From an optimization exercise on the open Yosys and OpenROAD flow, aimed at small area and few clock cycles per item; shortcuts taken in it are not production practice.
Only simulation tests tie the RTL to the original design; equivalence was not proved.
Power and IR drop assume default switching activity.

Design single_wire_humidity_sensor_reader_top, start of the top module:
module single_wire_humidity_sensor_reader_top
(
    input  logic        clk,
    input  logic        rst_n,
    input  logic        in_valid,
    output logic        in_ready,
    input  logic        cmd,
    input  logic        line_level,
    input  logic        cfg_valid,
    output logic        cfg_ready,
    input  logic [7:0]  cfg_index,
    input  logic [15:0] cfg_data,
    output logic        out_valid,
    input  logic        out_ready,
    output logic        drive_enable,
    output logic        drive_level,
    output logic        busy_res,
    output logic        done_res,
    output logic [1:0]  status,
    output logic [12:0] humidity_pct,
    output logic signed [12:0] temperature_c
);
Size: ~590 cells after synthesis, ~66 I/O pins, ~5200 µm² of cells after synthesis.
clock: 8.0 ns
lec_check: 0
cap_margin: 20
core_margin: 2
core_utilization: 60
cts_buf_list: sky130_fd_sc_hd__clkbuf_2 sky130_fd_sc_hd__clkbuf_4 sky130_fd_sc_hd__clkbuf_8
slew_margin: 20
standard.sh (not shown) runs the stock make flow with config.mk's settings and CLKGATE_MAP_FILE= SYNTH_SCRIPT=/design/flow/synth_recipe.tcl, a recipe that flattens the netlist after the stock synthesis.
==> flow/flow/run.sh <==
#!/bin/bash
# The standard layout with three changes:
#  - synthesis maps the logic with an area-oriented ABC script and leaves
#    adders to ABC (no extract_fa); registers, their cells and names are
#    those of the standard synthesis;
#  - the port buffers are the smallest buffer cell;
#  - clock tree synthesis inserts no dummy loads.
set -euo pipefail
here=$(pwd)
# Synthesis script: synth_recipe.tcl, sourcing a copy of ORFS's synth.tcl
# whose abc call uses flow/abc_area.script.
sed "s|log_cmd abc {\*}\$abc_args|log_cmd abc {*}[lreplace \$abc_args 1 1 $here/flow/abc_area.script]|" \
    "$FLOW_HOME/scripts/synth.tcl" > "$here/area_synth_core.tcl"
grep -q "abc_area.script" "$here/area_synth_core.tcl"
sed "s|source \$::env(SCRIPTS_DIR)/synth.tcl|source $here/area_synth_core.tcl|" \
    "$here/synth_recipe.tcl" > "$here/area_synth.tcl"
grep -q "area_synth_core.tcl" "$here/area_synth.tcl"
bash standard.sh \
    "SYNTH_SCRIPT=$here/area_synth.tcl" \
    "ADDER_MAP_FILE=" \
    "BUFFER_PORTS_ARGS=-buffer_cell sky130_fd_sc_hd__buf_1" \
    "CTS_ARGS=-sink_clustering_enable -repair_clock_nets -dont_use_dummy_load -buf_list {sky130_fd_sc_hd__clkbuf_2 sky130_fd_sc_hd__clkbuf_4 sky130_fd_sc_hd__clkbuf_8}" \
    finish > standard_make.log 2>&1
==> flow/flow/abc_area.script <==
strash
dch
amap
strash
dch
amap
topo
stime -c
dnsize -c
Testbench counts at the start, summed over its fixed seeds: cycles 368,886, items 368,854.
Then changed:
--- a/flow/design.v
+++ b/flow/design.v
@@ -54,19 +54,18 @@
             for (i = 0; i < 16; i = i + 1)
                 cmp_f = (a[i] & b_n[i]) | ((a[i] | b_n[i]) & cmp_f);
         end
     endfunction
     logic [15:0] start_low_n;
     logic [7:0]  release_high_n;
     logic [7:0]  response_n;
     logic [7:0]  bit_timeout_n;
     logic [7:0]  threshold_n;
-    logic        cfg_init;
     swhsr_pkg::phase_t phase_reg;
     swhsr_pkg::phase_t phase_next;
     logic [7:0]  cnt_lo_reg, cnt_lo_next;
     logic [7:0]  cnt_hi_reg, cnt_hi_next;   
     logic [5:0]  bit_idx_reg;
     logic        out_valid_reg;
     logic [12:0] hq_reg;      
     logic [11:0] tq_reg;      
     logic        sign_reg;    
@@ -95,29 +94,18 @@
     logic        sum_ok;
     logic        ok;
     logic        neg_f;
     logic [12:0] tmag;
     assign cfg_ready = 1'b1;
     always_ff @(posedge clk or negedge rst_n)
     begin
         if (!rst_n)
         begin
-            cfg_init <= 1'b1;
-        end
-        else
-        begin
-            cfg_init <= 1'b0;
-        end
-    end
-    always_ff @(posedge clk)
-    begin
-        if (cfg_init)
-        begin
             start_low_n    <= ~START_LOW_RESET;
             release_high_n <= ~RELEASE_HIGH_RESET;
             response_n     <= ~RESPONSE_RESET;
             bit_timeout_n  <= ~BIT_TIMEOUT_RESET;
             threshold_n    <= ~THRESHOLD_RESET;
         end
         else if (cfg_valid)
         begin
             unique case (cfg_index)
The new run produced a clean layout; wire length goes up by 2.8%; area after synthesis goes up by 2.5%; register-to-register slack gets worse by 280 ps; worst hold slack gets worse by 7.5 ps; setup slack gets worse by 280 ps; cell count stays the same; sequential cell count goes down by 1.
Testbench counts after the change, summed over its fixed seeds: cycles 368,886, items 368,854.


## before
single_wire_humidity_sensor_reader_top, a different RTL version from the one above (not shown whole).
Size: roughly 590 cells after synthesis, about 110 flip-flops, roughly 66 I/O pins, about 5000 um^2 of cells after synthesis.
## single_wire_humidity_sensor_reader_top
module single_wire_humidity_sensor_reader_top
(
    input  logic        clk,
    input  logic        rst_n,
    input  logic        in_valid,
    output logic        in_ready,
    input  logic        cmd,
    input  logic        line_level,
    input  logic        cfg_valid,
    output logic        cfg_ready,
    input  logic [7:0]  cfg_index,
    input  logic [15:0] cfg_data,
    output logic        out_valid,
    input  logic        out_ready,
    output logic        drive_enable,
    output logic        drive_level,
    output logic        busy_res,
    output logic        done_res,
    output logic [1:0]  status,
    output logic [12:0] humidity_pct,
    output logic signed [12:0] temperature_c
);
==> flow/config.mk <==
export PLATFORM = sky130hd
export DESIGN_NAME = single_wire_humidity_sensor_reader_top
export DESIGN_NICKNAME = single_wire_humidity_sensor_reader_top
export VERILOG_FILES = /design/flow/design.v
export SDC_FILE = /design/flow/constraint.sdc
export NUM_CORES = 4
export LEC_CHECK = 0
export CAP_MARGIN = 20
export CORE_MARGIN = 2
export CORE_UTILIZATION = 60
export CTS_BUF_LIST = sky130_fd_sc_hd__clkbuf_2 sky130_fd_sc_hd__clkbuf_4 sky130_fd_sc_hd__clkbuf_8
export SLEW_MARGIN = 20
==> flow/constraint.sdc <==
create_clock -name core_clock -period 8.0 [get_ports {clk}]
set_input_delay 1.6000 -clock core_clock [delete_from_list [all_inputs] [get_ports {clk}]]
set_output_delay 1.6000 -clock core_clock [all_outputs]
set_load 0.01 [all_outputs]
==> flow/flow/abc_area.script <==
strash
dch -f
amap -F 4 -A 8
strash
dch -f
amap -F 4 -A 8
strash
dch -f
amap -F 4 -A 8
topo
stime -c
dnsize -c
Scripts as last shown in full above: flow/flow/run.sh
before: no failed stages, no open violations at the end
Testbench counts of before, summed over its fixed seeds: cycles 368,886, items 368,854.
For after, these inputs were changed with respect to before:
--- a/flow/design.v
+++ b/flow/design.v
@@ -307,44 +307,38 @@
         acc_c = 1'b0;
         for (int i = 0; i < 8; i++)
         begin
             acc_c      = acc_c | ((bit_value ^ bit_idx_reg[5]) && (bpos == 3'(7 - i)));
             acc_sum[i] = cnt_hi_reg[i] ^ acc_c;
             acc_c      = cnt_hi_reg[i] & acc_c;
         end
     end
     always_ff @(posedge clk or negedge rst_n)
     begin
         if (!rst_n)
         begin
+            phase_reg     <= PH_IDLE;
             out_valid_reg <= 1'b0;
         end
         else
         begin
+            if (in_accept)
+            begin
+                phase_reg <= phase_next;
+            end
             out_valid_reg <= in_accept || (out_valid_reg && !out_ready);
         end
     end
     always_ff @(posedge clk)
     begin
-        if (cfg_init)
-        begin
-            phase_reg <= PH_IDLE;
-        end
-        else if (in_accept)
-        begin
-            phase_reg <= phase_next;
-        end
-    end
-    always_ff @(posedge clk)
-    begin
         if (in_accept && start)
         begin
             cnt_lo_reg  <= '0;
             cnt_hi_reg  <= '0;
             bit_idx_reg <= '0;
             rem_reg     <= '0;
         end
         else if (in_accept)
         begin
             cnt_lo_reg <= cnt_lo_next;
             cnt_hi_reg <= cnt_hi_next;
             if (bit_ev)
==> run notes <==
- [compare] base=before new=after: global-route wire length before repair increased by 3.2% relative to the old numbers; final weighted congestion in routability-driven placement now smaller; part of the power in registers fell 11 points.
- Delta (after minus before): final cell count went up by 5, area after synthesis went up by 36 um^2, area occupied by registers went up by 15 um^2, largest net degree at the start of global routing went up by 1.
- Status: fraction of layout instances using a drive strength above 1 parity (after, before)
- On sequential share of layout area, before and after are neck and neck.
- Having completed the whole flow, after delivered a layout that passed the timing, design-rule and antenna checks.
- For total power draw, dividing the value from before by the value from after gives 0.69.
Testbench counts of after, summed over its fixed seeds: cycles 368,886, items 368,854.


the reference run:
single_wire_humidity_sensor_reader_top, a different RTL version from the one above (not shown whole).
Size in the first run: ~590 cells after synthesis, roughly 110 flip-flops, ~66 I/O pins, ~5300 sq um of cells after synthesis.
Settings: LEC_CHECK=0, CAP_MARGIN=20, CORE_MARGIN=2, CORE_UTILIZATION=60, CTS_BUF_LIST=sky130_fd_sc_hd__clkbuf_2 sky130_fd_sc_hd__clkbuf_4 sky130_fd_sc_hd__clkbuf_8, SLEW_MARGIN=20; clock period 8.0 ns.
==> flow/flow/abc_area.script <==
strash
dch
amap
strash
dch
amap
topo
stime -c
dnsize -c
Scripts as last shown in full above: flow/flow/run.sh
Testbench counts of the reference run, summed over its fixed seeds: cycles 368,886, items 368,854.
Input-level comparison between the trial run and the reference run:
diff --git a/flow/design.v b/flow/design.v
--- a/flow/design.v
+++ b/flow/design.v
@@ -64,40 +64,40 @@
     swhsr_pkg::phase_t phase_next;
     logic [7:0]  cnt_lo_reg, cnt_lo_next;
     logic [7:0]  cnt_hi_reg, cnt_hi_next;   
     logic [5:0]  bit_idx_reg;
     logic        out_valid_reg;
     logic [12:0] hq_reg;      
     logic [11:0] tq_reg;      
     logic        sign_reg;    
     logic [3:0]  rem_reg;     
-    logic        was_busy_reg;
+    logic        mm_reg;      
+    logic        ef_reg;      
+    logic        to_reg;      
     logic        in_accept;
     logic        start;
     logic [7:0]  inc_lo, inc_hi;
     logic        inc_c, inc_c8;
     logic [8:0]  inc9;
     logic        ge_sl, ge_rh, ge_rsp, gt_bt;
     logic        bit_value;
     logic        bit_ev;
     logic        last_bit;
+    logic        timeout_ev;
     logic [5:0]  idx_inc;
     logic        idx_c;
     logic [3:0]  rem_in;
     logic [4:0]  div_t;
     logic        div_q;
     logic [3:0]  rem_new;
     logic [2:0]  bpos;
     logic [7:0]  acc_sum;
     logic        acc_c;
-    logic        ended;
-    logic        ef;
-    logic        sum_ok;
     logic        ok;
     logic        neg_f;
     logic [12:0] tmag;
     assign cfg_ready = 1'b1;
     always_ff @(posedge clk or negedge rst_n)
     begin
         if (!rst_n)
         begin
             start_low_reg    <= START_LOW_RESET;
@@ -142,18 +142,19 @@
     assign ge_rsp    = cmp_f({7'd0, inc9}, {8'd0, response_reg}, 1'b1);
     assign gt_bt     = cmp_f({7'd0, inc9}, {8'd0, bit_timeout_reg}, 1'b0);
     assign bit_value = cmp_f({8'd0, cnt_lo_reg}, {8'd0, threshold_reg}, 1'b0);
     always_comb
     begin
         phase_next  = phase_reg;
         cnt_lo_next = cnt_lo_reg;
         cnt_hi_next = cnt_hi_reg;
         bit_ev      = 1'b0;
+        timeout_ev  = 1'b0;
         if (cmd)
         begin
             if (phase_reg == PH_IDLE)
             begin
                 phase_next  = PH_LOW;
                 cnt_lo_next = '0;
                 cnt_hi_next = '0;
             end
         end
@@ -229,27 +230,31 @@
                     end
                 end
                 PH_BIT_HIGH:
                 begin
                     if (line_level)
                     begin
                         cnt_lo_next = inc_lo;
                         if (gt_bt)
                         begin
+                            timeout_ev  = 1'b1;
                             phase_next  = PH_IDLE;
                             cnt_lo_next = '0;
                         end
                     end
                     else
                     begin
                         bit_ev      = 1'b1;
                         cnt_lo_next = '0;
-                        cnt_hi_next = acc_sum;
+                        if (!bit_idx_reg[5])
+                        begin
+                            cnt_hi_next = acc_sum;
+                        end
                         if (last_bit)
                         begin
                             phase_next = PH_IDLE;
                         end
                         else
                         begin
                             phase_next = PH_BIT_RISE;
                         end
                     end
@@ -289,19 +294,19 @@
             default: {div_q, rem_new} = {1'b0, div_t[3:0]};
         endcase
     end
     assign bpos = bit_idx_reg[2:0];
     always_comb
     begin
         acc_c = 1'b0;
         for (int i = 0; i < 8; i++)
         begin
-            acc_c      = acc_c | ((bit_value ^ bit_idx_reg[5]) && (bpos == 3'(7 - i)));
+            acc_c      = acc_c | (bit_value && (bpos == 3'(7 - i)));
             acc_sum[i] = cnt_hi_reg[i] ^ acc_c;
             acc_c      = cnt_hi_reg[i] & acc_c;
         end
     end
     always_ff @(posedge clk or negedge rst_n)
     begin
         if (!rst_n)
         begin
             phase_reg     <= PH_IDLE;
@@ -316,19 +321,20 @@
             out_valid_reg <= in_accept || (out_valid_reg && !out_ready);
         end
     end
     always_ff @(posedge clk)
     begin
         if (in_accept)
         begin
             cnt_lo_reg <= cnt_lo_next;
             cnt_hi_reg <= cnt_hi_next;
-            was_busy_reg <= (phase_reg != PH_IDLE);
+            ef_reg     <= bit_ev && last_bit;
+            to_reg     <= timeout_ev;
             if (start)
             begin
                 bit_idx_reg <= '0;
             end
             else if (bit_ev)
             begin
                 bit_idx_reg <= idx_inc;
                 rem_reg     <= rem_new;
                 if (!bit_idx_reg[5])
@@ -340,35 +346,37 @@
                     else if (bit_idx_reg[3:0] == 4'd0)
                     begin
                         sign_reg <= bit_value;
                     end
                     else
                     begin
                         tq_reg <= {tq_reg[10:0], div_q};
                     end
                 end
+                else
+                begin
+                    mm_reg <= ((bpos == 3'd0) ? 1'b0 : mm_reg)
+                            | (bit_value != cnt_hi_reg[3'd7 - bpos]);
+                end
             end
         end
     end
-    assign ended  = was_busy_reg && (phase_reg == PH_IDLE);
-    assign ef     = ended && bit_idx_reg[5] && bit_idx_reg[3];
-    assign sum_ok = &cnt_hi_reg;
-    assign ok     = ef && sum_ok;
+    assign ok = ef_reg && !mm_reg;
     always_comb
     begin
         neg_f = 1'b0;
         for (int i = 0; i < 12; i++)
         begin
             tmag[i] = ok & (tq_reg[i] ^ neg_f);
             neg_f   = neg_f | (sign_reg & tq_reg[i]);
         end
         tmag[12] = ok & neg_f;
     end
     assign out_valid     = out_valid_reg;
     assign drive_enable  = (phase_reg == PH_LOW) || (phase_reg == PH_HIGH);
     assign drive_level   = (phase_reg == PH_HIGH);
     assign busy_res      = (phase_reg != PH_IDLE);
-    assign done_res      = ended;
-    assign status        = {ef && !sum_ok, ended && !ef};
+    assign done_res      = ef_reg || to_reg;
+    assign status        = {ef_reg && mm_reg, to_reg};
     assign humidity_pct  = ok ? hq_reg : 13'd0;
     assign temperature_c = tmag;
 endmodule
Findings:
Number of cells on the critical path (the trial run vs. the reference run) increases by a few percent. Count of unique library cells instantiated by Yosys up 1 in the trial run wrt the reference run. Cell with the biggest individual delay on the critical path = sky130_fd_sc_hd__a222oi_1: the trial run; cell with the biggest individual delay on the critical path = sky130_fd_sc_hd__o21ai_0: the reference run. Against the reference run as the reference, the trial run delivers a higher number of inserted filler cells in the final layout. When the trial run is set beside the reference run, its fraction of the mapped netlist area in compound gates turns out to be 0.55 points larger. ~same actual slew at the worst max-slew pin in the trial run and the reference run. Against the reference run, the trial run reports a global-route wire length before repair that is higher. The higher peak supply drop came out of the reference run. Status | the trial run and the reference run | clean.
Testbench counts of the trial run, summed over its fixed seeds: cycles 368,886, items 368,854.


single_wire_humidity_sensor_reader_top, a different RTL version from the one above (not shown whole).
For scale: ~490 cells after synthesis, roughly 0.0046 mm2 of cells after synthesis.
==> flow/design.v (excerpt) <==
module single_wire_humidity_sensor_reader_top
(
    input  logic        clk,
    input  logic        rst_n,
    input  logic        in_valid,
    output logic        in_ready,
    input  logic        cmd,
    input  logic        line_level,
    input  logic        cfg_valid,
    output logic        cfg_ready,
    input  logic [7:0]  cfg_index,
    input  logic [15:0] cfg_data,
    output logic        out_valid,
    input  logic        out_ready,
    output logic        drive_enable,
    output logic        drive_level,
    output logic        busy_res,
    output logic        done_res,
    output logic [1:0]  status,
    output logic [12:0] humidity_pct,
    output logic signed [12:0] temperature_c
);
clock: 8.0 ns
lec_check: 0
cap_margin: 20
core_margin: 2
core_utilization: 60
cts_buf_list: sky130_fd_sc_hd__clkbuf_2 sky130_fd_sc_hd__clkbuf_4 sky130_fd_sc_hd__clkbuf_8
slew_margin: 20
==> flow/flow/abc_area.script <==
strash
dch -f
amap -F 4 -A 8
strash
dch -f
amap -F 4 -A 8
strash
dch -f
amap -F 4 -A 8
topo
stime -c
dnsize -c
Scripts as last shown in full above: flow/flow/run.sh
Testbench counts at the start, summed over its fixed seeds: cycles 368,886, items 368,854.
==> next run, changes <==
--- a/flow/design.v
+++ b/flow/design.v
@@ -55,20 +55,18 @@
                 cmp_f = (a[i] & b_n[i]) | ((a[i] | b_n[i]) & cmp_f);
         end
     endfunction
     logic [15:0] start_low_n;
     logic [7:0]  release_high_n;
     logic [7:0]  response_n;
     logic [7:0]  bit_timeout_n;
     logic [7:0]  threshold_n;
     logic        cfg_init;
-    logic [4:0]  sel_cfg, wr_cfg, keep_cfg;
-    logic [15:0] cfg_d_n;
     logic [2:0]  phase_reg;    
     logic [2:0]  phase_next;
     logic        adv;
     logic        tick;
     logic [7:0]  cnt_lo_reg, cnt_lo_next;
     logic [7:0]  cnt_hi_reg, cnt_hi_next;   
     logic [5:0]  bit_idx_reg;
     logic        out_valid_reg;
     logic [12:0] hq_reg;      
@@ -104,51 +102,39 @@
         if (!rst_n)
         begin
             cfg_init <= 1'b1;
         end
         else
         begin
             cfg_init <= 1'b0;
         end
     end
-    assign sel_cfg[0] = cfg_valid && (cfg_index == CFG_START_LOW);
-    assign sel_cfg[1] = cfg_valid && (cfg_index == CFG_RELEASE_HIGH);
-    assign sel_cfg[2] = cfg_valid && (cfg_index == CFG_RESPONSE);
-    assign sel_cfg[3] = cfg_valid && (cfg_index == CFG_BIT_TIMEOUT);
-    assign sel_cfg[4] = cfg_valid && (cfg_index == CFG_THRESHOLD);
-    assign wr_cfg     = sel_cfg & ~{5{cfg_init}};
-    assign keep_cfg   = ~sel_cfg & ~{5{cfg_init}};
-    assign cfg_d_n    = ~cfg_data;
-    function automatic logic [15:0] cfg_next_f;
-        input logic [15:0] q;
-        input logic [15:0] rst_val;    
-        input logic        wr;
-        input logic        keep;
-        input logic [15:0] d;
-        input logic        init;
-        integer i;
-        begin
-            for (i = 0; i < 16; i = i + 1)
-                cfg_next_f[i] = (rst_val[i] & init) | (wr & d[i]) | (keep & q[i]);
-        end
-    endfunction
     always_ff @(posedge clk)
     begin
-        start_low_n    <= cfg_next_f(start_low_n, ~START_LOW_RESET,
-                                     wr_cfg[0], keep_cfg[0], cfg_d_n, cfg_init);
-        release_high_n <= 8'(cfg_next_f({8'd0, release_high_n}, {8'd0, ~RELEASE_HIGH_RESET},
-                                        wr_cfg[1], keep_cfg[1], cfg_d_n, cfg_init));
-        response_n     <= 8'(cfg_next_f({8'd0, response_n}, {8'd0, ~RESPONSE_RESET},
-                                        wr_cfg[2], keep_cfg[2], cfg_d_n, cfg_init));
-        bit_timeout_n  <= 8'(cfg_next_f({8'd0, bit_timeout_n}, {8'd0, ~BIT_TIMEOUT_RESET},
-                                        wr_cfg[3], keep_cfg[3], cfg_d_n, cfg_init));
-        threshold_n    <= 8'(cfg_next_f({8'd0, threshold_n}, {8'd0, ~THRESHOLD_RESET},
-                                        wr_cfg[4], keep_cfg[4], cfg_d_n, cfg_init));
+        if (cfg_init)
+        begin
+            start_low_n    <= ~START_LOW_RESET;
+            release_high_n <= ~RELEASE_HIGH_RESET;
+            response_n     <= ~RESPONSE_RESET;
+            bit_timeout_n  <= ~BIT_TIMEOUT_RESET;
+            threshold_n    <= ~THRESHOLD_RESET;
+        end
+        else if (cfg_valid)
+        begin
+            unique case (cfg_index)
+                CFG_START_LOW:    start_low_n    <= ~cfg_data;
+                CFG_RELEASE_HIGH: release_high_n <= ~cfg_data[7:0];
+                CFG_RESPONSE:     response_n     <= ~cfg_data[7:0];
+                CFG_BIT_TIMEOUT:  bit_timeout_n  <= ~cfg_data[7:0];
+                CFG_THRESHOLD:    threshold_n    <= ~cfg_data[7:0];
+                default:          ;
+            endcase
+        end
     end
     assign in_ready  = !out_valid_reg || out_ready;
     assign in_accept = in_valid && in_ready;
     assign start     = cmd && (phase_reg == PH_IDLE);
     always_comb
     begin
         inc_c = 1'b1;
         for (int i = 0; i < 8; i++)
         begin
Result: Non-clock buffer count rises by 2. Die area rises by 1.0%. Clock power rises by about 2%. Critical path depth rises by 3. Total power falls by 0.44%. Synthesized cell count rises by 3.5%. Core utilization falls by 1.6 points. Clock-buffer cell count is unchanged. Wire length rises by 3.8%. Cell area rises by 1.4%. Worst setup slack got worse by 0.51 ns. Via count rises by 3.5%.
Testbench counts after the change, summed over its fixed seeds: cycles 368,886, items 368,854.

## what the ideal ports hide
The flow's constraints put no driver on any port. The routed layouts listed below were extracted and timed again, unchanged, in two steps.
Step 1: set_driving_cell puts a clkbuf_16 on clk and a buf_2 on each other input, an assumption about the parent block.
Step 2 adds t to the input delays and takes it off the output delays; t is the mean of the earliest and latest rising clock arrival at the registers after step 1. Input paths then give back, and output paths get back, about the clock's delay inside the block.
a / b / c = ideal ports / drivers / drivers and shift; a / b = the first two.
run	t, ns	slack for setup (ns)	worst hold slack (ns)	worst register clock-pin slew, ns
the first run of note 1	0.384	2.382 / 2.382 / 2.382	0.456 / 0.456 / 0.456	0.11 / 0.11
the second run of note 1	0.394	2.101 / 2.101 / 2.101	0.449 / 0.449 / 0.449	0.10 / 0.10
before	0.385	2.386 / 2.386 / 2.386	0.448 / 0.448 / 0.448	0.09 / 0.09
after	0.390	2.337 / 2.337 / 2.337	0.424 / 0.424 / 0.424	0.11 / 0.11
the reference run	0.390	2.606 / 2.606 / 2.606	0.437 / 0.437 / 0.437	0.10 / 0.10
the trial run	0.390	2.357 / 2.357 / 2.357	0.453 / 0.453 / 0.453	0.10 / 0.10
the first run of note 4	0.374	2.049 / 2.048 / 1.674	0.448 / 0.448 / 0.448	0.10 / 0.10
the second run of note 4	0.388	1.537 / 1.534 / 1.146	0.449 / 0.449 / 0.449	0.10 / 0.10
After both steps setup and hold are still met in every run listed. For the second run of note 4, which loses most, drivers alone change the setup slack by -0.003 ns; drivers and shift together by -0.391 ns.
